This design comes from an exercise in tuning for small area and a short achievable clock period on the open sky130 flow, not from production work. In this exercise RTL edits were held to simulation tests only and were not proved equivalent to the original. The clock port is modelled as an ideal driver; clocking choices that lean on that would not hold on a real chip. Power is estimated from default activity; no workload was simulated.

File: flow/run.sh
#!/bin/bash
# synth_recipe.tcl (not shown) runs the flow's synth.tcl, then flattens the netlist and writes it again
# the make line also repeats each setting of config.mk as NAME=value (left out here)
make -C /OpenROAD-flow-scripts/flow DESIGN_CONFIG=/design/flow/config.mk WORK_HOME=/design/flow/orfs CLKGATE_MAP_FILE= SYNTH_SCRIPT=/design/flow/synth_recipe.tcl finish
File: flow/config.mk
export PLATFORM = sky130hd
export DESIGN_NAME = risc16_dmem_resp
export DESIGN_NICKNAME = risc16_dmem_resp
export VERILOG_FILES = /design/flow/design.v
export SDC_FILE = /design/flow/constraint.sdc
export NUM_CORES = 4
export LEC_CHECK = 0
export CAP_MARGIN = 20
export CORE_MARGIN = 2
export CORE_UTILIZATION = 40
export SETUP_SLACK_MARGIN = 2.8
export SLEW_MARGIN = 20
export SYNTH_HIERARCHICAL = 1
File: flow/constraint.sdc
create_clock -name core_clock -period 5.5 [get_ports {clk}]
set_input_delay 1.1000 -clock core_clock [delete_from_list [all_inputs] [get_ports {clk}]]
set_output_delay 1.1000 -clock core_clock [all_outputs]
set_load 0.01 [all_outputs]
File: flow/design.v
package risc16_pkg;
    localparam int ADDR_W_DEF = 8;
    localparam int DATA_W_DEF = 16;
    localparam logic [2:0] OP_LW = 3'b101;
    localparam logic [2:0] OP_SW = 3'b100;
    typedef enum logic [1:0] {
        IDLE = 2'd0,
        WAIT = 2'd1,
        RESP = 2'd2
    } dmem_state_t;
endpackage
module risc16_word (
    input  logic        clk,
    input  logic        set,
    input  logic        keep,
    input  logic [15:0] d,
    output logic [15:0] q
);
    always_ff @(posedge clk) begin
        q <= (q & {16{keep}}) | (d & {16{set}});
    end
endmodule
module risc16_rd3 (
    input  logic        s0,
    input  logic        s1,
    input  logic        s2,
    input  logic [15:0] q0,
    input  logic [15:0] q1,
    input  logic [15:0] q2,
    output logic [15:0] yn
);
    assign yn = ~((q0 & {16{s0}}) | (q1 & {16{s1}}) | (q2 & {16{s2}}));
endmodule
module risc16_half (
    input  logic        clk,
    input  logic [31:0] sel,      
    input  logic        we,       
    input  logic [15:0] wdata,
    output logic [15:0] part_n    
);
    localparam int NLEAF = 11;    
    logic [31:0] wset;
    logic [15:0] q  [32];
    logic [15:0] yn [NLEAF];
    logic [15:0] andv;
    for (genvar w = 0; w < 32; w++) begin : g_word
        assign wset[w] = we & sel[w];
        risc16_word u_word (
            .clk  (clk),
            .set  (wset[w]),
            .keep (!wset[w]),
            .d    (wdata),
            .q    (q[w])
        );
    end
    for (genvar l = 0; l < NLEAF - 1; l++) begin : g_leaf
        risc16_rd3 u_rd (
            .s0 (sel[3*l]),
            .s1 (sel[3*l+1]),
            .s2 (sel[3*l+2]),
            .q0 (q[3*l]),
            .q1 (q[3*l+1]),
            .q2 (q[3*l+2]),
            .yn (yn[l])
        );
    end
    assign yn[NLEAF-1] = ~((q[30] & {16{sel[30]}}) | (q[31] & {16{sel[31]}}));
    always_comb begin
        andv = '1;
        for (int l = 0; l < NLEAF; l++) begin
            andv = andv & yn[l];
        end
    end
    always_ff @(posedge clk) begin
        part_n <= andv;
    end
endmodule
module risc16_ram256 (
    input  logic        clk,
    input  logic [63:0] sel,       
    input  logic [3:0]  quarter,   
    input  logic [3:0]  we,        
    input  logic [15:0] wdata,
    output logic [15:0] rdata      
);
    logic [15:0] part_n [8];
    for (genvar h = 0; h < 8; h++) begin : g_half
        risc16_half u_h (
            .clk    (clk),
            .sel    (sel[32*(h%2) +: 32]),
            .we     (we[h/2]),
            .wdata  (wdata),
            .part_n (part_n[h])
        );
    end
    always_comb begin
        rdata = '0;
        for (int g = 0; g < 4; g++) begin
            rdata = rdata | (~(part_n[2*g] & part_n[2*g+1]) & {16{quarter[g]}});
        end
    end
endmodule
module risc16_dmem_resp #(
    parameter int WAIT_CYCLES = 2,
    parameter int ADDR_W      = risc16_pkg::ADDR_W_DEF,
    parameter int DATA_W      = risc16_pkg::DATA_W_DEF
) (
    input  logic              clk,
    input  logic              rst,
    input  logic              req_valid,
    output logic              req_ready,
    input  logic              req_we,
    input  logic [ADDR_W-1:0] req_addr,
    input  logic [DATA_W-1:0] req_wdata,
    output logic              rsp_valid,
    input  logic              rsp_ready,
    output logic [DATA_W-1:0] rsp_rdata,
    input  logic              ld_en,
    input  logic [ADDR_W-1:0] ld_addr,
    input  logic [DATA_W-1:0] ld_data,
    output logic              busy
);
    logic        busy_q;     
    logic        busy_o;     
    logic        wait1_q;    
    logic        wait2_q;    
    logic        valid_q;    
    logic        valid_o;    
    logic        lat_we;
    logic [3:0]  ld_wr;      
    logic [3:0]  st_wr;      
    logic [63:0] sel_q;      
    logic [3:0]  quarter_q;  
    logic [15:0] wdata_q;    
    logic [15:0] rsp_q;      
    logic        idle;
    logic        accept;
    logic [7:0]  a_in;
    logic [15:0] ram_rdata;
    assign idle      = !busy_q;
    assign req_ready = !busy_o && !ld_en && !rst;
    assign accept    = req_valid && idle && !ld_en;
    assign busy      = busy_o;
    assign rsp_valid = valid_o;
    assign rsp_rdata = rsp_q;
    always_ff @(posedge clk or posedge rst) begin
        if (rst) begin
            busy_q  <= 1'b0;
            busy_o  <= 1'b0;
            wait1_q <= 1'b0;
            wait2_q <= 1'b0;
            valid_q <= 1'b0;
            valid_o <= 1'b0;
            st_wr   <= '0;
        end else begin
            wait1_q <= accept;
            wait2_q <= wait1_q;
            st_wr   <= quarter_q & {4{wait1_q && lat_we}};
            if (wait2_q) begin
                valid_q <= 1'b1;
            end else if (rsp_ready) begin
                valid_q <= 1'b0;
            end
            if (wait2_q) begin
                valid_o <= 1'b1;
            end else if (rsp_ready) begin
                valid_o <= 1'b0;
            end
            if (accept) begin
                busy_q <= 1'b1;
            end else if (valid_q && rsp_ready) begin
                busy_q <= 1'b0;
            end
            if (req_valid && !busy_o && !ld_en) begin
                busy_o <= 1'b1;
            end else if (valid_o && rsp_ready) begin
                busy_o <= 1'b0;
            end
        end
    end
    assign a_in = ld_en ? ld_addr : req_addr;
    always_ff @(posedge clk) begin
        ld_wr <= (4'd1 << ld_addr[7:6]) & {4{idle && ld_en}};
        if (idle) begin
            lat_we    <= req_we;
            sel_q     <= 64'd1 << a_in[5:0];
            quarter_q <= 4'd1 << a_in[7:6];
            wdata_q   <= ld_en ? ld_data : req_wdata;
            rsp_q     <= req_wdata;
        end else if (wait2_q && !lat_we) begin
            rsp_q     <= ram_rdata;
        end
    end
    risc16_ram256 u_ram (
        .clk     (clk),
        .sel     (sel_q),
        .quarter (quarter_q),
        .we      (ld_wr | st_wr),
        .wdata   (wdata_q),
        .rdata   (ram_rdata)
    );
endmodule
==> impl_metrics.json, run 1 <==
{
  "cts_tree": "built",
  "row_count": 231,
  "grt_pass1_vias": 106376,
  "wirelength_mm": 522,
  "ys.flop_type": "dfxtp_1",
  "start_util_pct": 40.2,
  "arrival_ps": 3950,
  "yosys-top-cells-count": "dfxtp_1 (4228), a22o_1 (4112), a222oi_1 (1280)",
  "place.gp.congestion": 0.834,
  "dr_total_vias": 115208,
  "fmax_ghz": 0.325,
  "cp-start-kind": "register",
  "fin_skew_ps": 69.9,
  "overflow": 0,
  "post_drt_via_cell_ratio": 6.56,
  "dp_hpwl_mm": 302,
  "ys.warnings.count": 14,
  "synth-async-reset-ratio_pct": 0.207,
  "synth_edf_count": 101,
  "firstDrtPassIters": 12,
  "syn_inst": 12477,
  "core-area_sq_um": 396000,
  "yosys.area.top_type_share_pct": 53.1,
  "clk_pin_slew_worst_paths_ps": 60,
  "max-vdd-ir-drop_mv": 0.372,
  "pin_count": 73,
  "dpl.cell_count": 16705,
  "synth_most_common_cell": "dfxtp_1",
  "antenna_found_initial": 30,
  "grt_max_degree": 138,
  "rsz0062_at_grt": "true",
  "worst-path-buf-inv": 1,
  "cp_slowest_cell": "or2_2",
  "drtIter0Drc": 18171,
  "holdWs_ps": 286,
  "drc": 0,
  "hold_violations": 0,
  "slew-limit-headroom_pct": 10.7,
  "finalSetupViolations": 0,
  "tightest_slew_ps": 1340,
  "numCtsBuffers": 421,
  "end_kind": "register",
  "avgRoutedWirePerCell_microns": 29.7,
  "period_needed_ps": 3070,
  "root_buffer": "clkbuf_16",
  "power_density_nw_per_um2": 693,
  "grt_use_total_pct": 23.9,
  "dieArea_sq_um": 403000,
  "postRouteAntennaNets": 0,
  "yosys_register_bits": 4338,
  "drv_slew": 0,
  "grt_pass1_wl_mm": 745,
  "drv_cap": 0,
  "period_share_pct": 55.9,
  "status": "no timing/DRC/antenna violations",
  "syn2layout_area_growth_pct": 7.38,
  "tns_ps": 0,
  "synth_seq_area_share_pct": 55.2,
  "crit_chain": "or2_2 -> nand2_1 -> inv_1 -> a22o_1",
  "worst-endpoint-required_ps": 6380,
  "port_buffers": 72,
  "synth_top_area_cell": "dfxtp_1",
  "syn_avg_cell_area_sq_um": 12.8,
  "cts_buffer_depth": 4,
  "cts_sinks": 4338,
  "synthTopCellsByArea": "dfxtp_1 (53%), a22o_1 (23%), buf_6 (8.6%)",
  "crit_type": "reg2reg",
  "hold_path_class": "in2async",
  "cp_top_family": "simple AND/OR/NAND/NOR gates",
  "fin_cells": 17570,
  "dieWidth_microns": 635,
  "insertion_delay_ps": 970,
  "synthesis.area_sq_um": 159000,
  "htreeDepth": 5,
  "worstPathMaxFanout": 17,
  "max_stage_delay_ps": 710,
  "synth_nets": 12531,
  "p_leak_nw": 65.0,
  "die_h_microns": 635,
  "num-nets-final": 12029,
  "drive_above_1_share_pct": 13.2,
  "ys_types": 47
}
routing by layer:
layer | global-route usage [%] | up-vias | part of all wire, %
met5 | 0 | - | 0.0038
met4 | 9.27 | 2 | 4.4
met3 | 3.57 | 827 | 8.3
met2 | 36.5 | 5453 | 44
met1 | 33.8 | 58638 | 43
li1 | - | 50288 | -
kinds of logic after synthesis:
group                  share of synthesized area, %
multiplexers                                  0.266
buffers and inverters                          9.62
flip-flops                                     55.2
AO/OA/AOI/OAI                                  31.8
AND/OR/NAND/NOR                                3.12
Yosys stat by module (local to each module, per instance):
module            cells inside  times used
risc16_dmem_resp           320           1
risc16_rd3                  19          80
risc16_ram256               85           1
risc16_half                167           8
risc16_word                 36         256
final timing paths:
| path | from | to | slack [ps] | cells past startpoint |
|---|---|---|---|---|
| worst max-delay path | ld_wr[3] | u_ram.g_half[7].u_h.g_word[20].u_word.q[5] | 2430 | 4 |
| worst min-delay path | rst | wait1_q | 290 | 2 |
| worst max register to register | ld_wr[3] | u_ram.g_half[7].u_h.g_word[20].u_word.q[5] | 2430 | 4 |
| worst min register to register | wait1_q | wait2_q | 450 | 0 |
| max in group asynchronous | rst | busy_o | 4910 | 2 |
| min in group core_clock | wait1_q | wait2_q | 450 | 0 |
area by class of cell:
cell class / instances / area [sq um]
clock inverters: 164 / 1880
multi-input cells: 6543 / 56700
flip-flops and latches: 4338 / 87900
inverters: 267 / 1670
diodes: 10 / 25.0
clock buffers: 602 / 12300
fillers: 36237 / 225000
repair buffers: 404 / 4050
well taps: 5242 / 6560
registers in the layout, indices dropped and copies added (netlist names), 4 cells and up:
| name | flops |
|---|---|
| u_ram.g_half.u_h.g_word.u_word.q | 4096 |
| rsp_q | 16 |
| quarter_q | 4 |
| u_ram.g_half.u_h.part_n | 128 |
| st_wr | 4 |
| sel_q | 64 |
| wdata_q | 16 |
| ld_wr | 4 |
what timing repair did:
action | in CTS | in global routing
cloned | 2 | 9
pin swaps | 11 | 21
hold buffers | 0 | 0
endpoints found under the setup margin | 2721 | 2611
setup buffers | 26 | 52
resized for setup | 235 | 204
layout by cell type, fill, tap and decap left out, drive strengths merged, types with 8 or more instances in the layout:
cell type      instances
a2111o                16
a21boi                48
a222oi              1280
a22o                4224
and3b                  8
buf                  346
bufinv                34
clkbuf               605
clkdlybuf4s50         51
clkinv               111
clkinvlp             183
dfrtp                  9
dfxtp               4228
diode                 10
edfxtp               101
inv                  103
mux2                  35
nand2                403
nand4                256
nor2                  65
nor3                  13
nor4                 128
o21ai                 14
or2                   11
metrics by stage:
stage	area, sq um	utilization (%)	power, mW	setup WS (ps)
after floorplan	159000	-	76.8	814
after global placement	155000	39.1	87.2	2030
after detailed placement	155000	39.1	88.0	2030
after CTS	170000	42.9	118	2530
after global routing	171000	43.2	123	2440
final	171000	43.2	119	2430
power breakdown:
part	switching (mW)	internal [mW]	leakage [nW]
Sequential	8.96	47.8	36.4
Clock	12.7	17.2	7.05
Combinational	14.4	17.7	21.6
==> run 2: changes to the inputs <==
--- a/flow/design.v
+++ b/flow/design.v
@@ -20,6 +20,20 @@
         q <= (q & {16{keep}}) | (d & {16{set}});
     end
 endmodule
+module risc16_wset (
+    input  logic we,
+    input  logic sel,
+    output logic set
+);
+    assign set = we & sel;
+endmodule
+module risc16_wkeep (
+    input  logic we,
+    input  logic sel,
+    output logic keep
+);
+    assign keep = ~(we & sel);
+endmodule
 module risc16_rd3 (
     input  logic        s0,
     input  logic        s1,
@@ -40,15 +54,25 @@
 );
     localparam int NLEAF = 11;    
     logic [31:0] wset;
+    logic [31:0] wkeep;
     logic [15:0] q  [32];
     logic [15:0] yn [NLEAF];
     logic [15:0] andv;
     for (genvar w = 0; w < 32; w++) begin : g_word
-        assign wset[w] = we & sel[w];
+        risc16_wset u_set (
+            .we  (we),
+            .sel (sel[w]),
+            .set (wset[w])
+        );
+        risc16_wkeep u_keep (
+            .we   (we),
+            .sel  (sel[w]),
+            .keep (wkeep[w])
+        );
         risc16_word u_word (
             .clk  (clk),
             .set  (wset[w]),
-            .keep (!wset[w]),
+            .keep (wkeep[w]),
             .d    (wdata),
             .q    (q[w])
         );
@@ -79,7 +103,7 @@
     input  logic        clk,
     input  logic [63:0] sel,       
     input  logic [3:0]  quarter,   
-    input  logic [3:0]  we,        
+    input  logic [7:0]  we,        
     input  logic [15:0] wdata,
     output logic [15:0] rdata      
 );
@@ -88,7 +112,7 @@
         risc16_half u_h (
             .clk    (clk),
             .sel    (sel[32*(h%2) +: 32]),
-            .we     (we[h/2]),
+            .we     (we[h]),
             .wdata  (wdata),
             .part_n (part_n[h])
         );
@@ -127,8 +151,9 @@
     logic        valid_q;    
     logic        valid_o;    
     logic        lat_we;
-    logic [3:0]  ld_wr;      
-    logic [3:0]  st_wr;      
+    logic [7:0]  ld_wr;      
+    logic [7:0]  st_wr;      
+    logic [7:0]  half_q;     
     logic [63:0] sel_q;      
     logic [3:0]  quarter_q;  
     logic [15:0] wdata_q;    
@@ -155,7 +180,7 @@
         end else begin
             wait1_q <= accept;
             wait2_q <= wait1_q;
-            st_wr   <= quarter_q & {4{wait1_q && lat_we}};
+            st_wr   <= half_q & {8{wait1_q && lat_we}};
             if (wait2_q) begin
                 valid_q <= 1'b1;
             end else if (rsp_ready) begin
@@ -180,11 +205,12 @@
     end
     assign a_in = ld_en ? ld_addr : req_addr;
     always_ff @(posedge clk) begin
-        ld_wr <= (4'd1 << ld_addr[7:6]) & {4{idle && ld_en}};
+        ld_wr <= (8'd1 << ld_addr[7:5]) & {8{idle && ld_en}};
         if (idle) begin
             lat_we    <= req_we;
             sel_q     <= 64'd1 << a_in[5:0];
             quarter_q <= 4'd1 << a_in[7:6];
+            half_q    <= 8'd1 << a_in[7:5];
             wdata_q   <= ld_en ? ld_data : req_wdata;
             rsp_q     <= req_wdata;
         end else if (wait2_q && !lat_we) begin
--- a/flow/config.mk
+++ b/flow/config.mk
@@ -8,6 +8,9 @@
 export CAP_MARGIN = 20
 export CORE_MARGIN = 2
 export CORE_UTILIZATION = 40
-export SETUP_SLACK_MARGIN = 2.8
+export CTS_BUF_LIST = sky130_fd_sc_hd__clkbuf_16
+export CTS_CLUSTER_DIAMETER = 60
+export CTS_CLUSTER_SIZE = 20
+export SETUP_SLACK_MARGIN = 2.85
 export SLEW_MARGIN = 20
 export SYNTH_HIERARCHICAL = 1
==> run 2 against run 1 <==
Against the previous run: highest routed layer unchanged; clock power shrank 31%; critical endpoint is now req_ready; area after synthesis grew 0.86%; first-iteration DRC count grew 2.9%; cell area shrank 4.2%; flip-flop and latch count grew 16; sequential share of layout area grew 2.5 points.
==> impl_metrics.json, run 2 <==
{
  "ff2ff_setup_slack_ps": 2780,
  "dr_total_vias": 114728,
  "final_common_cell": "dfxtp_1",
  "overflow": 0,
  "status": "no timing/DRC/antenna violations",
  "synth_seq_area_share_pct": 54.9,
  "intPower_mw": 70.9,
  "postRouteAntennaNets": 0,
  "worst-endpoint-required_ps": 4400,
  "tns_ps": 0,
  "pwr-share-clk_pct": 19.8,
  "post_drt_via_cell_ratio": 6.71,
  "fin_skew_ps": 73.3,
  "ys_types": 34,
  "synth_top_area_cell": "dfxtp_1",
  "drive_above_1_share_pct": 7.05,
  "synth_edf_count": 109,
  "drv_cap": 0,
  "place.gp.congestion": 0.851,
  "fmax_ghz": 0.365,
  "clk_pin_slew_worst_paths_ps": 90,
  "synthesis.area_sq_um": 161000,
  "row_count": 232,
  "ys.warnings.count": 14,
  "r2r_end": "u_ram.g_half[3].u_h.part_n[0]",
  "syn_avg_cell_area_sq_um": 12.9,
  "dpl.cell_count": 16661,
  "largest_reg_flops": 4096,
  "port_buffers": 72,
  "dieArea_sq_um": 407000,
  "grt_pass1_vias": 106027,
  "period_needed_ps": 2740,
  "hold_path_class": "in2async",
  "final_cell_mix": "dfxtp_1 (4232), a22o_1 (4120), a222oi_1 (1344), nand2_1 (392), clkbuf_16 (281)",
  "yosys.area.top_type_share_pct": 52.7,
  "grt_max_degree": 135,
  "worst-path-buf-inv": 2,
  "dp_slack_ps": 2100,
  "firstDrtPassIters": 13,
  "worst-r2r-cell-count": 4,
  "cp_slowest_cell": "buf_6",
  "numCtsBuffers": 273,
  "slew-limit-headroom_pct": 24.7,
  "synth_most_common_cell": "dfxtp_1",
  "num-fill-cells": 37593,
  "seq_power_share_pct": 52.1,
  "worstPathMaxFanout": 26,
  "combPwrFrac_pct": 28.2,
  "syn_inst": 12487,
  "avgRoutedWirePerCell_microns": 30.8,
  "root_buffer": "clkbuf_16",
  "holdWs_ps": 437,
  "crit_chain": "buf_6 -> nor3_4 -> buf_2",
  "dp_hpwl_mm": 308,
  "period_share_pct": 49.8,
  "finalSetupViolations": 0,
  "htreeDepth": 5,
  "cts_hold_buf": 0,
  "p_switching_mw": 33.4,
  "tightest_slew_ps": 1130,
  "synthTopCellsByArea": "dfxtp_1 (53%), a22o_1 (22%), buf_6 (8.5%)",
  "die_h_microns": 638,
  "synth-async-reset-ratio_pct": 0.299,
  "start_util_pct": 40.2,
  "arrival_ps": 1640,
  "num-nets-final": 11774,
  "fin_cells": 17094,
  "core-area_sq_um": 400000,
  "drv_slew": 0,
  "regMostFlops": "u_ram.g_half.u_h.g_word.u_word.q",
  "max-vdd-ir-drop_mv": 0.327,
  "hold_violations": 0,
  "power_density_nw_per_um2": 636,
  "cp_top_family": "buffers and inverters",
  "synth_nets": 12541,
  "max_stage_delay_ps": 180,
  "cp-start-kind": "input pin",
  "worst_slack_ps": 2760,
  "wirelength_mm": 526,
  "place_area_sq_um": 156000,
  "ys.flop_type": "dfxtp_1",
  "cts_sinks": 4354,
  "cts_tree": "built",
  "p_leak_nw": 61.1,
  "rsz0062_at_grt": "true",
  "grt_use_total_pct": 24.3,
  "drc": 0,
  "end_kind": "primary output",
  "top_regs": "u_ram.g_half.u_h.g_word.u_word.q x4096, u_ram.g_half.u_h.part_n x128, sel_q x64",
  "pin_count": 73,
  "r2r-start": "sel_q[58]",
  "yosys_register_bits": 4354,
  "switching_share_pct": 32.0,
  "syn2layout_area_growth_pct": 2.01,
  "insertion_delay_ps": 920,
  "crit_type": "in2out",
  "antenna_found_initial": 33,
  "yosys-top-cells-count": "dfxtp_1 (4232), a22o_1 (4120), a222oi_1 (1344)",
  "dieWidth_microns": 638,
  "fin_area_sq_um": 164000,
  "cts_buffer_depth": 4,
  "grt_pass1_wl_mm": 759,
  "drtIter0Drc": 18691
}
## run 2: per-layer routing
layer  track usage, %  routed length, microns  vias to the layer above
met5                0                      49                        -
met4             8.25                   19800                        6
met3             3.03                   41100                      775
met2             37.7                  237000                     5233
met1             34.8                  228000                    58661
li1                 -                       -                    50053
## run 2: area by class of cell
class                   count  area, sq um  area share [%]
inverters                   4         18.8          0.0114
well taps                5265         6590            4.02
diodes                     12         30.0          0.0183
clock buffers             279         6980            4.26
clock inverters            93          800           0.488
multi-input cells        6783        58100            35.4
repair buffers            304         3140            1.91
flip-flops and latches   4354        88300            53.9
## run 2: per-module statistics from Yosys (local to each module, per instance)
module	cells	flops+latches
risc16_wset	1	0
risc16_word	36	16
risc16_dmem_resp	354	130
risc16_wkeep	1	0
risc16_ram256	85	0
risc16_rd3	19	0
risc16_half	100	16
## run 2: timing repair
action | 4_1_cts | 5_1_grt
setup buffers | 33 | 14
gates resized for setup | 77 | 23
gates cloned | 0 | 2
pin swaps | 7 | 15
endpoints found under the setup margin | 233 | 197
## run 2: worst reg2reg max path: stages (launching register included)
cell and delay, ps:
edfxtp_1 470, buf_12 210, a222oi_1 930, nand4_1 570, nor4_1 400
## run 2: through the flow
| stage | util (%) | power [mW] |
|---|---|---|
| after floorplan | - | 70.0 |
| after global routing | 41.0 | 108 |
| after global placement | 38.9 | 82.7 |
| final | 41.0 | 104 |
| after CTS | 41.0 | 104 |
| after detailed placement | 38.9 | 83.3 |
## run 2: how the worst max path moves through the flow
stage                    start                                         to  slack [ps]  depth (start not counted)
floorplan           wdata_q[0]  u_ram.g_half[0].u_h.g_word[0].u_word.q[0]         810                          1
finish                   ld_en                                  req_ready        2760                          3
detailed placement         rst                                  req_ready        2100                          3
CTS                     busy_o                                  req_ready        2710                          2
global placement           rst                                  req_ready        2080                          3
global route               rst                                  req_ready        2720                          3
## run 2: kinds of logic (layout without fill, tap and decap cells)
group                  Yosys count  count (layout)  synth area share [%]
AOI/OAI and AO/OA             5642            5642                  31.8
DFF                           4354            4354                  54.9
buffers and inverters         1350             680                  8.97
and+or+nand+nor               1105            1105                  4.00
muxes                           36              36                 0.250
other                            0              12                     0
## run 2: power groups by stage
stage	Clock [mW]	Sequential [mW]	Combinational (mW)
global placement	0	54.4	28.3
floorplan	0	51.2	18.8
global route	22.0	55.6	30.8
CTS	20.9	53.9	29.0
finish	20.6	54.3	29.4
detailed placement	0	54.4	28.9
==> run 3: changes to the inputs <==
--- a/flow/config.mk
+++ b/flow/config.mk
@@ -10,7 +10,7 @@
 export CORE_UTILIZATION = 40
 export CTS_BUF_LIST = sky130_fd_sc_hd__clkbuf_16
 export CTS_CLUSTER_DIAMETER = 60
-export CTS_CLUSTER_SIZE = 20
+export CTS_CLUSTER_SIZE = 24
 export SETUP_SLACK_MARGIN = 2.85
 export SLEW_MARGIN = 20
 export SYNTH_HIERARCHICAL = 1
==> run 3 against run 2 <==
Against the previous run: wire length shrank 0.48%; sequential share of layout area grew 0.12 points; still clean on timing, DRC and antenna; largest power group unchanged; final cell count is essentially flat; die area is the same; total power shrank 0.49%; global-route usage shrank 0.064 points; critical endpoint unchanged; highest routed layer unchanged; first-iteration DRC count is essentially flat; clock power shrank 2%.
==> impl_metrics.json, run 3 <==
{
  "dp_slack_ps": 2100,
  "cts_tree": "built",
  "dr_total_vias": 114449,
  "antenna_found_initial": 37,
  "syn2layout_area_growth_pct": 1.78,
  "drtIter0Drc": 18706,
  "grt_use_total_pct": 24.2,
  "slew-limit-headroom_pct": 21.1,
  "synthesis.area_sq_um": 161000,
  "dp_hpwl_mm": 308,
  "syn_avg_cell_area_sq_um": 12.9,
  "overflow": 0,
  "synth_top_area_cell": "dfxtp_1",
  "fmax_ghz": 0.364,
  "worst-endpoint-required_ps": 4400,
  "tns_ps": 0,
  "r2r-start": "sel_q[16]",
  "dieArea_sq_um": 407000,
  "cp_slowest_cell": "nor3_4",
  "regMostFlops": "u_ram.g_half.u_h.g_word.u_word.q",
  "top_regs": "u_ram.g_half.u_h.g_word.u_word.q x4096, u_ram.g_half.u_h.part_n x128, sel_q x64",
  "synth-async-reset-ratio_pct": 0.299,
  "period_share_pct": 50.0,
  "grt_pass1_vias": 105732,
  "synth_most_common_cell": "dfxtp_1",
  "root_buffer": "clkbuf_16",
  "start_util_pct": 40.2,
  "synth_seq_area_share_pct": 54.9,
  "ys.flop_type": "dfxtp_1",
  "firstDrtPassIters": 12,
  "pin_count": 73,
  "die_h_microns": 638,
  "ff2ff_setup_slack_ps": 2780,
  "hold_violations": 0,
  "synth_edf_count": 109,
  "finalSetupViolations": 0,
  "drc": 0,
  "num-nets-final": 11739,
  "r2r_end": "u_ram.g_half[2].u_h.part_n[14]",
  "p_leak_nw": 60.8,
  "yosys-top-cells-count": "dfxtp_1 (4232), a22o_1 (4120), a222oi_1 (1344)",
  "grt_max_degree": 135,
  "largest_reg_flops": 4096,
  "worst-r2r-cell-count": 4,
  "dieWidth_microns": 638,
  "rsz0062_at_grt": "true",
  "crit_chain": "buf_6 -> nor3_4 -> buf_2",
  "worstPathMaxFanout": 27,
  "htreeDepth": 4,
  "drv_slew": 0,
  "period_needed_ps": 2750,
  "ys.warnings.count": 14,
  "crit_type": "in2out",
  "hold_path_class": "in2async",
  "port_buffers": 72,
  "grt_pass1_wl_mm": 758,
  "max_stage_delay_ps": 180,
  "final_cell_mix": "dfxtp_1 (4232), a22o_1 (4120), a222oi_1 (1344), nand2_1 (395), and2_1 (257)",
  "drive_above_1_share_pct": 7.18,
  "post_drt_via_cell_ratio": 6.69,
  "arrival_ps": 1650,
  "wirelength_mm": 524,
  "status": "no timing/DRC/antenna violations",
  "ys_types": 34,
  "yosys_register_bits": 4354,
  "max-vdd-ir-drop_mv": 0.327,
  "grt_util_met3_pct": 3.23,
  "core-area_sq_um": 400000,
  "final_common_cell": "dfxtp_1",
  "avgRoutedWirePerCell_microns": 30.6,
  "grt_use_met2_pct": 37.7,
  "drv_cap": 0,
  "yosys.area.top_type_share_pct": 52.7,
  "syn_inst": 12487,
  "synthTopCellsByArea": "dfxtp_1 (53%), a22o_1 (22%), buf_6 (8.5%)",
  "numCtsBuffers": 239,
  "clk_pin_slew_worst_paths_ps": 100,
  "cts_buffer_depth": 4,
  "row_count": 232,
  "holdWs_ps": 369,
  "cts_hold_buf": 0,
  "end_kind": "primary output",
  "worst_slack_ps": 2750,
  "power_density_nw_per_um2": 634,
  "postRouteAntennaNets": 0,
  "cp-start-kind": "input pin",
  "synth_nets": 12541,
  "fin_skew_ps": 54.6,
  "place.gp.congestion": 0.851,
  "tightest_slew_ps": 1180,
  "met1_usage_pct": 34.6,
  "cts_sinks": 4354,
  "insertion_delay_ps": 980,
  "grt-busiest-layer": "met2"
}
run 3: cell counts after synthesis:
Identical to the previous run, type by type.
run 3: where the power goes:
| part | switching, mW | internal [mW] | leakage, nW | total (mW) |
|---|---|---|---|---|
| combinational | 13.8 | 15.5 | 20.7 | 29.3 |
| clock | 11.2 | 8.92 | 3.71 | 20.2 |
| sequential | 8.51 | 45.8 | 36.3 | 54.3 |
run 3: cells by family after synthesis:
kind of cell | count (synthesis) | share of synthesized area, %
AO/OA/AOI/OAI | 5642 | 31.8
flip-flops | 4354 | 54.9
buffers and inverters | 1350 | 8.97
AND/OR/NAND/NOR | 1105 | 4.00
multiplexers | 36 | 0.250
run 3: layout make-up:
type                    instances  area [sq um]
inverters                       4          18.8
well taps                    5265          6590
repair buffers                303          3010
clock buffers                 241          6030
multi-input cells            6783         58100
flip-flops and latches       4354         88300
clock inverters               141          1510
diodes                         14          35.0
fillers                     37614        236000
run 3: what timing repair did:
action,CTS,global route
setup endpoints to repair,242,96
pin swaps,7,11
setup buffers,34,14
gates resized for setup,87,14
run 3: per-module statistics from Yosys (local to each module, per instance):
module / flip-flops and latches / cell area [sq um] / times used / cells inside
risc16_wset: 0 / 6.26 / 256 / 1
risc16_half: 16 / 948 / 8 / 100
risc16_rd3: 0 / 188 / 80 / 19
risc16_ram256: 0 / 632 / 1 / 85
risc16_wkeep: 0 / 3.75 / 256 / 1
risc16_word: 16 / 505 / 256 / 36
risc16_dmem_resp: 130 / 5530 / 1 / 354
run 3: worst max-delay path by stage:
stage                           from                                         to
after floorplan           wdata_q[0]  u_ram.g_half[0].u_h.g_word[0].u_word.q[0]
after global placement           rst                                  req_ready
after detailed placement         rst                                  req_ready
after CTS                     busy_o                                  req_ready
after global routing          busy_o                                  req_ready
final                          ld_en                                  req_ready
run 3: per-stage QoR:
step / cells / total power, mW / utilization (%) / cell area [sq um]
after floorplan: 12487 / 70.0 / - / 161000
after global placement: 16661 / 82.7 / 38.9 / 156000
after detailed placement: 16661 / 83.3 / 38.9 / 156000
after CTS: 17077 / 103 / 40.9 / 163000
after global routing: 17095 / 108 / 40.9 / 164000
final: 17105 / 104 / 40.9 / 164000
run 3: worst max-delay path: cells and delay by family:
kind | cells | cell delay, ps
buffers and inverters | 2 | 320
and+or+nand+nor | 1 | 180
run 3: layer usage:
layer  vias to the layer above  part of all wire (%)
met1                     58635                    44
met2                      5123                    45
met5                         -                0.0044
li1                      49971                     -
met3                       716                   7.6
met4                         4                   3.6
==> run 4: changes to the inputs <==
--- a/flow/config.mk
+++ b/flow/config.mk
@@ -11,6 +11,6 @@
 export CTS_BUF_LIST = sky130_fd_sc_hd__clkbuf_16
 export CTS_CLUSTER_DIAMETER = 60
 export CTS_CLUSTER_SIZE = 24
-export SETUP_SLACK_MARGIN = 2.85
+export SETUP_SLACK_MARGIN = 3.0
 export SLEW_MARGIN = 20
 export SYNTH_HIERARCHICAL = 1
==> run 4 against run 3 <==
Against the previous run: cell area grew 1.3%; largest cell class unchanged; final cell count grew 0.75%; critical endpoint unchanged; largest power group unchanged; flip-flop and latch count stayed put.
==> impl_metrics.json, run 4 <==
{
  "root_buffer": "clkbuf_16",
  "cts_sinks": 4354,
  "final_common_cell": "dfxtp_1",
  "overflow": 0,
  "yosys-top-cells-count": "dfxtp_1 (4232), a22o_1 (4120), a222oi_1 (1344)",
  "multi_input_area_sq_um": 58200,
  "status": "no timing/DRC/antenna violations",
  "ys_types": 34,
  "crit_chain": "nor3_4 -> buf_2",
  "cp_slowest_cell": "dfrtp_2",
  "clk_pin_slew_worst_paths_ps": 100,
  "drv_cap": 0,
  "period_needed_ps": 2780,
  "place.gp.congestion": 0.845,
  "finalSetupViolations": 0,
  "numCtsBuffers": 269,
  "dp_hpwl_mm": 308,
  "row_count": 232,
  "grt_use_total_pct": 24.2,
  "period_share_pct": 50.5,
  "dieArea_sq_um": 407000,
  "dieWidth_microns": 638,
  "fmax_ghz": 0.360,
  "drt-met1-wl_mm": 227,
  "drv_slew": 0,
  "ys.flop_type": "dfxtp_1",
  "crit_type": "reg2out",
  "wl_met2_mm": 235,
  "synthTopCellsByArea": "dfxtp_1 (53%), a22o_1 (22%), buf_6 (8.5%)",
  "ff_latch_area_sq_um": 88300,
  "hold_path_class": "in2async",
  "syn_avg_cell_area_sq_um": 12.9,
  "max-vdd-ir-drop_mv": 0.288,
  "final_core_util_pct": 41.5,
  "synth_nets": 12541,
  "cts_buffer_depth": 4,
  "port_buffers": 72,
  "fin_skew_ps": 78.2,
  "firstDrtPassIters": 14,
  "drc": 0,
  "synthesis.area_sq_um": 161000,
  "die_h_microns": 638,
  "power_density_nw_per_um2": 640,
  "regMostFlops": "u_ram.g_half.u_h.g_word.u_word.q",
  "postRouteAntennaNets": 0,
  "dr_total_vias": 115401,
  "core-area_sq_um": 400000,
  "dp_slack_ps": 1970,
  "worst_slack_ps": 2720,
  "top_regs": "u_ram.g_half.u_h.g_word.u_word.q x4096, u_ram.g_half.u_h.part_n x128, sel_q x64",
  "synth_edf_count": 109,
  "max_stage_delay_ps": 440,
  "synth_most_common_cell": "dfxtp_1",
  "synth_seq_area_share_pct": 54.9,
  "num-nets-final": 11804,
  "antenna_found_initial": 43,
  "avgRoutedWirePerCell_microns": 30.5,
  "synth-async-reset-ratio_pct": 0.299,
  "num-fill-cells": 37151,
  "grt_pass1_vias": 105883,
  "synth_top_area_cell": "dfxtp_1",
  "p_leak_nw": 61.8,
  "cp-start-kind": "register",
  "cts_hold_buf": 0,
  "fin_cells": 17234,
  "drive_above_1_share_pct": 8.47,
  "pin_count": 73,
  "final_cell_mix": "dfxtp_1 (4232), a22o_1 (4120), a222oi_1 (1344), nand2_1 (360), clkbuf_16 (275)",
  "hold_violations": 0,
  "cp_top_family": "flip-flops",
  "post_drt_via_cell_ratio": 6.70,
  "tns_ps": 0,
  "grt_max_degree": 150,
  "wirelength_mm": 526,
  "end_kind": "primary output",
  "arrival_ps": 1680,
  "worst-path-buf-inv": 1,
  "syn2layout_area_growth_pct": 3.13,
  "worst-endpoint-required_ps": 4400,
  "power_mw": 106,
  "htreeDepth": 5,
  "insertion_delay_ps": 970,
  "tightest_slew_ps": 1340,
  "grt_pass1_wl_mm": 758,
  "start_util_pct": 40.2,
  "yosys.area.top_type_share_pct": 52.7,
  "worstPathMaxFanout": 3,
  "syn_inst": 12487,
  "drtIter0Drc": 19042,
  "dpl.cell_count": 16660,
  "yosys_register_bits": 4354,
  "routed.top_layer": "met5",
  "slew-limit-headroom_pct": 11.0,
  "cts_tree": "built",
  "ys.warnings.count": 14,
  "ff2ff_setup_slack_ps": 2890,
  "rsz0062_at_grt": "true",
  "largest_reg_flops": 4096,
  "routed-wl-met3_mm": 43.2
}
run 4: cell types whose count changed in the layout (fill, tap and decap cells not counted), sizes merged:
cell / delta
clkinv: +21
clkinvlp: +3
clkbuf: +34
bufbuf: +3
inv: +29
diode: +9
buf: +30
run 4: logic make-up after synthesis:
group / synth area share [%]
AOI/OAI and AO/OA: 31.8
DFF: 54.9
buffers and inverters: 8.97
and+or+nand+nor: 4.00
muxes: 0.250
run 4: power by group:
part / leakage (nW) / total, mW / switching, mW / internal [mW]
Sequential: 36.3 / 54.5 / 8.74 / 45.8
Clock: 4.44 / 22.4 / 12.0 / 10.3
Combinational: 21.0 / 29.2 / 13.6 / 15.6
run 4: timing repair:
action / CTS / global route
gates cloned: 4 / 2
gates resized for setup: 121 / 56
pin swaps: 18 / 27
setup endpoints to repair: 1485 / 499
setup buffers: 63 / 15
run 4: final cells by class:
class	count	area share, %
Sequential cell	4354	53.3
Clock buffer	274	4.14
Timing Repair inverter	1	0.00453
Timing Repair Buffer	337	2.14
Tap cell	5265	3.97
Multi-Input combinational cell	6783	35.1
Inverter	4	0.0113
Antenna cell	23	0.0347
Clock inverter	193	1.32
run 4: worst paths after layout:
kind / from / to / cells past startpoint
max in group asynchronous: rst / busy_o / 2
min in group core_clock: u_ram.g_half[6].u_h.g_word[20].u_word.q[13] / u_ram.g_half[6].u_h.g_word[20].u_word.q[13] / 1
worst max register to register: sel_q[19] / u_ram.g_half[6].u_h.part_n[7] / 4
worst min register to register: u_ram.g_half[6].u_h.g_word[20].u_word.q[13] / u_ram.g_half[6].u_h.g_word[20].u_word.q[13] / 1
worst max-delay path: busy_o / req_ready / 2
worst min-delay path: rst / st_wr[5] / 2
run 4: metal layers:
layer,track usage (%),up-vias
li1,-,50207
met5,0,-
met3,3.20,754
met1,34.7,58836
met4,8.80,6
met2,37.1,5598
run 4: stage by stage:
stage	hold slack (ps)	instance area, sq um
2_1_floorplan	424	161000
3_3_place_gp	460	156000
3_5_place_dp	463	156000
4_1_cts	340	165000
5_1_grt	367	166000
6_report	331	166000
run 4: Yosys stat by module, one instance, submodules excluded, a selection:
module / area (sq um) / cells
risc16_dmem_resp: 5530 / 354
risc16_half: 948 / 100
risc16_ram256: 632 / 85
risc16_rd3: 188 / 19
risc16_wkeep: 3.75 / 1
risc16_wset: 6.26 / 1
==> run 5: changes to the inputs <==
==> flow/flow/run.sh (new file) <==
#!/bin/bash
# Layout flow: the standard flow (standard.sh) with one change to how the layout is
# made: clock_tree_synthesis uses clkbuf_16 only, clusters of up to 20 sinks within 60 um,
# and no dummy loads. Each ORFS step writes its own log under orfs/logs; the make output
# as a whole goes to standard.log in this folder.
set -euo pipefail
export CTS_ARGS="-sink_clustering_enable -repair_clock_nets -dont_use_dummy_load -buf_list sky130_fd_sc_hd__clkbuf_16 -sink_clustering_size 20 -sink_clustering_max_diameter 60"
bash standard.sh > standard.log 2>&1
==> flow/standard.sh (new file) <==
#!/bin/bash
# synth_recipe.tcl (not shown) runs the flow's synth.tcl, then flattens the netlist and writes it again
# the make line also repeats each setting of config.mk as NAME=value (left out here)
make -C /OpenROAD-flow-scripts/flow DESIGN_CONFIG=/design/flow/config.mk WORK_HOME=/design/flow/orfs CLKGATE_MAP_FILE= SYNTH_SCRIPT=/design/flow/synth_recipe.tcl "${@:-finish}"
--- a/flow/config.mk
+++ b/flow/config.mk
@@ -8,9 +8,6 @@
 export CAP_MARGIN = 20
 export CORE_MARGIN = 2
 export CORE_UTILIZATION = 40
-export CTS_BUF_LIST = sky130_fd_sc_hd__clkbuf_16
-export CTS_CLUSTER_DIAMETER = 60
-export CTS_CLUSTER_SIZE = 24
-export SETUP_SLACK_MARGIN = 3.0
+export SETUP_SLACK_MARGIN = 2.5
 export SLEW_MARGIN = 20
 export SYNTH_HIERARCHICAL = 1
removed: flow/run.sh
==> run 5 against run 4 <==
Against the previous run: die area did not move; largest power group unchanged; largest cell class unchanged; final cell count fell by 1.8%; synthesized cell count did not move; clock power fell by 14%.
==> impl_metrics.json, run 5 <==
{
  "drv_slew": 0,
  "die_h_microns": 638,
  "end_kind": "primary output",
  "dieArea_sq_um": 407000,
  "worst-endpoint-required_ps": 4400,
  "dr_total_vias": 114127,
  "hold_violations": 0,
  "final_common_cell": "dfxtp_1",
  "max-vdd-ir-drop_mv": 0.291,
  "status": "no timing/DRC/antenna violations",
  "ys_types": 34,
  "synth_nets": 12541,
  "cp_slowest_cell": "clkdlybuf4s50_1",
  "fin_area_sq_um": 162000,
  "numCtsBuffers": 269,
  "cts_hold_buf": 0,
  "p_leak_nw": 60.1,
  "port_buffers": 72,
  "start_util_pct": 40.2,
  "final_cell_mix": "dfxtp_1 (4232), a22o_1 (4120), a222oi_1 (1344), nand2_1 (404), clkbuf_16 (269)",
  "intPower_mw": 70.0,
  "row_count": 232,
  "worstPathMaxFanout": 1,
  "largest_reg_flops": 4096,
  "syn_inst": 12487,
  "hold_path_class": "in2async",
  "post_cts_buffers": 0,
  "synth_edf_count": 109,
  "slew-limit-headroom_pct": 22.1,
  "core-area_sq_um": 400000,
  "place.gp.congestion": 0.857,
  "p_switching_mw": 32.5,
  "tns_ps": 0,
  "cp-start-kind": "register",
  "synth_seq_area_share_pct": 54.9,
  "drc": 0,
  "grt_pass1_vias": 105033,
  "cp_top_family": "buffers and inverters",
  "yosys-top-cells-count": "dfxtp_1 (4232), a22o_1 (4120), a222oi_1 (1344)",
  "pwr-share-clk_pct": 18.7,
  "dp_hpwl_mm": 306,
  "postRouteAntennaNets": 0,
  "arrival_ps": 1820,
  "overflow": 0,
  "holdWs_ps": 403,
  "antenna_found_initial": 33,
  "drv_cap": 0,
  "combPwrFrac_pct": 28.3,
  "synth-async-reset-ratio_pct": 0.299,
  "num-nets-final": 11705,
  "syn2layout_area_growth_pct": 0.984,
  "post_drt_via_cell_ratio": 6.74,
  "cts_tree": "built",
  "finalSetupViolations": 0,
  "fmax_ghz": 0.343,
  "ff2ff_setup_slack_ps": 2640,
  "crit_chain": "clkdlybuf4s50_1",
  "top_regs": "u_ram.g_half.u_h.g_word.u_word.q x4096, u_ram.g_half.u_h.part_n x128, sel_q x64",
  "avgRoutedWirePerCell_microns": 30.6,
  "ys.warnings.count": 14,
  "period_share_pct": 53.1,
  "cp.depth": 1,
  "ys.flop_type": "dfxtp_1",
  "grt_max_degree": 149,
  "grt_pass1_wl_mm": 751,
  "multi_input_area_sq_um": 58000,
  "seq_power_share_pct": 53.0,
  "rsz0062_at_grt": "false",
  "firstDrtPassIters": 15,
  "ff_latch_area_sq_um": 88300,
  "syn_avg_cell_area_sq_um": 12.9,
  "period_needed_ps": 2920,
  "synthTopCellsByArea": "dfxtp_1 (53%), a22o_1 (22%), buf_6 (8.5%)",
  "synth_most_common_cell": "dfxtp_1",
  "cts_sinks": 4354,
  "crit_type": "reg2out",
  "worst-path-buf-inv": 1,
  "yosys.area.top_type_share_pct": 52.7,
  "regMostFlops": "u_ram.g_half.u_h.g_word.u_word.q",
  "max_stage_delay_ps": 590,
  "power_density_nw_per_um2": 631,
  "dieWidth_microns": 638,
  "dpl.cell_count": 16645,
  "fin_skew_ps": 74.9,
  "grt_use_total_pct": 23.9,
  "fin_cells": 16927,
  "num-fill-cells": 37549,
  "clk_pin_slew_worst_paths_ps": 90,
  "place_area_sq_um": 156000,
  "yosys_register_bits": 4354,
  "tightest_slew_ps": 1170,
  "drive_above_1_share_pct": 5.83,
  "synthesis.area_sq_um": 161000,
  "insertion_delay_ps": 910,
  "pin_count": 73,
  "drtIter0Drc": 18108,
  "synth_top_area_cell": "dfxtp_1",
  "wirelength_mm": 518,
  "worst-r2r-cell-count": 3,
  "switching_share_pct": 31.7
}
## run 5: per-stage QoR
| step | worst slack (ps) | utilization [%] | total power, mW |
|---|---|---|---|
| final | 2580 | 40.6 | 102 |
| after global routing | 2540 | 40.6 | 107 |
| after CTS | 2370 | 40.6 | 102 |
| after detailed placement | 2070 | 38.9 | 83.0 |
| after global placement | 1990 | 38.9 | 82.4 |
| after floorplan | 814 | - | 70.0 |
## run 5: final timing paths
check,from,endpoint
max,rsp_q[7],rsp_rdata[7]
min,rst,st_wr[0]
max reg2reg,sel_q[48],u_ram.g_half[5].u_h.part_n[3]
min reg2reg,wait2_q,valid_o
max in group asynchronous,rst,busy_q
min in group core_clock,wait2_q,valid_o
## run 5: layout make-up
cell class,count,area share (%)
flip-flops and latches,4354,54.4
multi-input cells,6783,35.8
clock buffers,269,4.15
well taps,5265,4.06
repair buffers,239,1.59
diodes,13,0.0200
inverters,4,0.0116
## run 5: logic make-up (layout without fill, tap and decap cells)
family / Yosys count / in the layout / share of synthesized area (%)
compound gates: 5642 / 5642 / 31.8
flops: 4354 / 4354 / 54.9
buf+inv: 1350 / 512 / 8.97
simple gates: 1105 / 1105 / 4.00
mux: 36 / 36 / 0.250
other cells: 0 / 13 / 0
## run 5: power groups by stage
stage / clock [mW] / combinational (mW) / sequential [mW]
final: 19.2 / 29.0 / 54.3
after global routing: 20.6 / 30.5 / 55.6
after CTS: 19.5 / 28.7 / 53.8
after detailed placement: 0 / 28.7 / 54.3
after global placement: 0 / 28.1 / 54.2
after floorplan: 0 / 18.8 / 51.2
## run 5: repair_timing
item | in CTS | in global routing
pin swaps | 0 | 1
resized for setup | 6 | 5
endpoints found under the setup margin | 51 | 1
## run 5: layer usage
layer	track usage [%]	up-vias	routed length (microns)
met4	8.46	0	19900
met1	34.2	58236	224000
li1	-	49776	-
met3	3.45	729	42800
met5	0	-	0
met2	36.7	5386	231000
## run 5: Yosys stat by module, one instance, submodules excluded
module            flops+latches  cells inside  area (sq um)
risc16_rd3                    0            19           188
risc16_wkeep                  0             1          3.75
risc16_half                  16           100           948
risc16_wset                   0             1          6.26
risc16_dmem_resp            130           354          5530
risc16_word                  16            36           505
risc16_ram256                 0            85           632
==> run 6: changes to the inputs <==
--- a/flow/config.mk
+++ b/flow/config.mk
@@ -8,6 +8,6 @@
 export CAP_MARGIN = 20
 export CORE_MARGIN = 2
 export CORE_UTILIZATION = 40
-export SETUP_SLACK_MARGIN = 2.5
+export SETUP_SLACK_MARGIN = 2.85
 export SLEW_MARGIN = 20
 export SYNTH_HIERARCHICAL = 1
==> run 6 against run 5 <==
Against the previous run: largest power group unchanged; wire length is 1.5% higher; first-iteration DRC count is 3.0% higher; total power is 0.59% higher; via count is 0.67% higher; critical path depth is 3 higher; still clean on timing, DRC and antenna; clock skew is 42 ps higher; synthesized cell count stayed put; count of clock-buffer cells in the layout is 4 higher; non-clock buffer count is 62 higher; utilization is 0.17 points higher; register-to-register slack better by 98 ps; cell area is 0.43% higher.
==> impl_metrics.json, run 6 <==
{
  "arrival_ps": 3530,
  "grt_max_degree": 135,
  "wirelength_mm": 526,
  "synthesis.area_sq_um": 161000,
  "synth_nets": 12541,
  "period_needed_ps": 2760,
  "period_share_pct": 50.2,
  "power_density_nw_per_um2": 632,
  "dieWidth_microns": 638,
  "ff_latch_area_sq_um": 88300,
  "dpl.cell_count": 16661,
  "synth_edf_count": 109,
  "syn2layout_area_growth_pct": 1.42,
  "syn_avg_cell_area_sq_um": 12.9,
  "crit_type": "reg2reg",
  "num-fill-cells": 37624,
  "cts_tree": "built",
  "slew-limit-headroom_pct": 25.3,
  "cp-start-kind": "register",
  "place_area_sq_um": 156000,
  "fin_cells": 16992,
  "ys.flop_type": "dfxtp_1",
  "hold_violations": 0,
  "drv_slew": 0,
  "post_drt_via_cell_ratio": 6.76,
  "avgRoutedWirePerCell_microns": 30.9,
  "fin_skew_ps": 117,
  "worst-path-buf-inv": 1,
  "port_buffers": 72,
  "start_util_pct": 40.2,
  "crit_chain": "buf_12 -> a222oi_1 -> nand4_1 -> nor4_1",
  "yosys-top-cells-count": "dfxtp_1 (4232), a22o_1 (4120), a222oi_1 (1344)",
  "grt_pass1_wl_mm": 759,
  "synth-async-reset-ratio_pct": 0.299,
  "core-area_sq_um": 400000,
  "row_count": 232,
  "tns_ps": 0,
  "grt_use_total_pct": 24.3,
  "worst_slack_ps": 2740,
  "postRouteAntennaNets": 0,
  "worst-endpoint-required_ps": 6270,
  "dp_slack_ps": 2100,
  "final_core_util_pct": 40.8,
  "cp_top_family": "simple AND/OR/NAND/NOR gates",
  "end_kind": "register",
  "synth_seq_area_share_pct": 54.9,
  "worstPathMaxFanout": 72,
  "clk_pin_slew_worst_paths_ps": 90,
  "place.gp.congestion": 0.851,
  "routed.top_layer": "met5",
  "top_regs": "u_ram.g_half.u_h.g_word.u_word.q x4096, u_ram.g_half.u_h.part_n x128, sel_q x64",
  "synth_top_area_cell": "dfxtp_1",
  "tightest_slew_ps": 1120,
  "regMostFlops": "u_ram.g_half.u_h.g_word.u_word.q",
  "firstDrtPassIters": 13,
  "grt_pass1_vias": 105900,
  "hold_path_class": "in2async",
  "final_cell_mix": "dfxtp_1 (4232), a22o_1 (4120), a222oi_1 (1344), nand2_1 (395), clkbuf_16 (275)",
  "num-nets-final": 11771,
  "max_stage_delay_ps": 770,
  "numCtsBuffers": 273,
  "cts_sinks": 4354,
  "cp_slowest_cell": "a222oi_1",
  "dr_total_vias": 114896,
  "finalSetupViolations": 0,
  "drt-met1-wl_mm": 229,
  "ys_types": 34,
  "final_common_cell": "dfxtp_1",
  "fin_area_sq_um": 163000,
  "holdWs_ps": 452,
  "status": "no timing/DRC/antenna violations",
  "drc": 0,
  "pin_count": 73,
  "ff2ff_setup_slack_ps": 2740,
  "insertion_delay_ps": 920,
  "synth_most_common_cell": "dfxtp_1",
  "synthTopCellsByArea": "dfxtp_1 (53%), a22o_1 (22%), buf_6 (8.5%)",
  "yosys_register_bits": 4354,
  "wl_met2_mm": 238,
  "syn_inst": 12487,
  "fmax_ghz": 0.362,
  "p_leak_nw": 60.5,
  "antenna_found_initial": 35,
  "yosys.area.top_type_share_pct": 52.7,
  "ys.warnings.count": 14,
  "largest_reg_flops": 4096,
  "dieArea_sq_um": 407000,
  "dp_hpwl_mm": 308,
  "multi_input_area_sq_um": 58100,
  "cts_hold_buf": 0,
  "drv_cap": 0,
  "power_mw": 103,
  "drtIter0Drc": 18648,
  "drive_above_1_share_pct": 6.51,
  "overflow": 0,
  "max-vdd-ir-drop_mv": 0.329,
  "rsz0062_at_grt": "true",
  "die_h_microns": 638,
  "routed-wl-met3_mm": 39.6
}
## run 6: kinds of logic (layout without fill, tap and decap cells)
logic type	Yosys count	count (layout)	share of synthesized area [%]
flops	4354	4354	54.9
simple gates	1105	1105	4.00
compound gates	5642	5642	31.8
buf+inv	1350	578	8.97
mux	36	36	0.250
other cells	0	12	0
## run 6: final timing paths
kind,start,to,depth (start not counted)
max in group asynchronous,rst,st_wr[1],2
min in group core_clock,half_q[3],st_wr[3],1
worst max register to register,sel_q[58],u_ram.g_half[3].u_h.part_n[0],4
worst min register to register,half_q[3],st_wr[3],1
worst max-delay path,sel_q[58],u_ram.g_half[3].u_h.part_n[0],4
worst min-delay path,rst,busy_o,2
## run 6: report_power, final
group	leakage (nW)	switching [mW]	internal, mW
combinational	20.8	13.9	15.5
sequential	36.3	8.51	45.8
clock	3.36	10.5	8.86
total	60.5	32.9	70.2
## run 6: layer usage
layer	up-vias	GRT usage, %
li1	49925	-
met5	-	0
met4	8	8.08
met3	776	2.99
met1	58933	34.8
met2	5254	37.8
## run 6: layout make-up
class | instances | area share [%]
antenna | 12 | 0.0184
clock buffer | 273 | 4.19
inverter | 4 | 0.0115
multi-input combinational | 6783 | 35.6
sequential | 4354 | 54.2
tap | 5265 | 4.04
timing repair buffer | 301 | 1.93
## run 6: worst reg2reg max path: stages (launching register included)
cell and delay [ps]:
edfxtp_1 470, buf_12 210, a222oi_1 940, nand4_1 580, nor4_1 400
## run 6: timing repair
item,CTS,global route
endpoints found under the setup margin,236,92
gates cloned,0,2
resized for setup,71,20
setup buffers,31,12
pin swaps,8,15
## run 6: Yosys stat by module, one instance, submodules excluded
module / area (sq um) / copies in the design
risc16_dmem_resp: 5530 / 1
risc16_ram256: 632 / 1
risc16_word: 505 / 256
risc16_half: 948 / 8
risc16_wset: 6.26 / 256
risc16_wkeep: 3.75 / 256
risc16_rd3: 188 / 80

-- static timing again, ports no longer ideal --
The flow's constraints put no driver on any port. The routed layouts listed below were extracted and timed again, unchanged, in two steps. Step 1 assumes that a clkbuf_16 drives the clock port and a buf_2 every other input. Step 2 moves the port delays by t, midway between the first and last clock arrival at a register: inputs arrive t later, outputs are due t later. That takes back most of the time a late clock gives input paths. Three values: ideal, step 1, step 2; two values: the first two.
run | t, ns | setup slack, ns | hold WS [ns]
run 1 | 1.043 | 2.427 / 2.427 / 1.909 | 0.286 / 0.204 / 0.453
run 2 | 0.993 | 2.764 / 2.669 / 1.944 | 0.437 / 0.357 / 0.479
run 3 | 1.058 | 2.750 / 2.648 / 1.946 | 0.369 / 0.289 / 0.485
run 4 | 1.052 | 2.724 / 2.606 / 1.966 | 0.331 / 0.237 / 0.485
run 5 | 0.973 | 2.581 / 2.476 / 2.006 | 0.403 / 0.316 / 0.471
run 6 | 0.970 | 2.738 / 2.652 / 1.990 | 0.452 / 0.372 / 0.476
After both steps setup and hold are still met in every run listed. For run 2, which loses most, drivers alone change the setup slack by -0.095 ns; drivers and shift together by -0.820 ns.
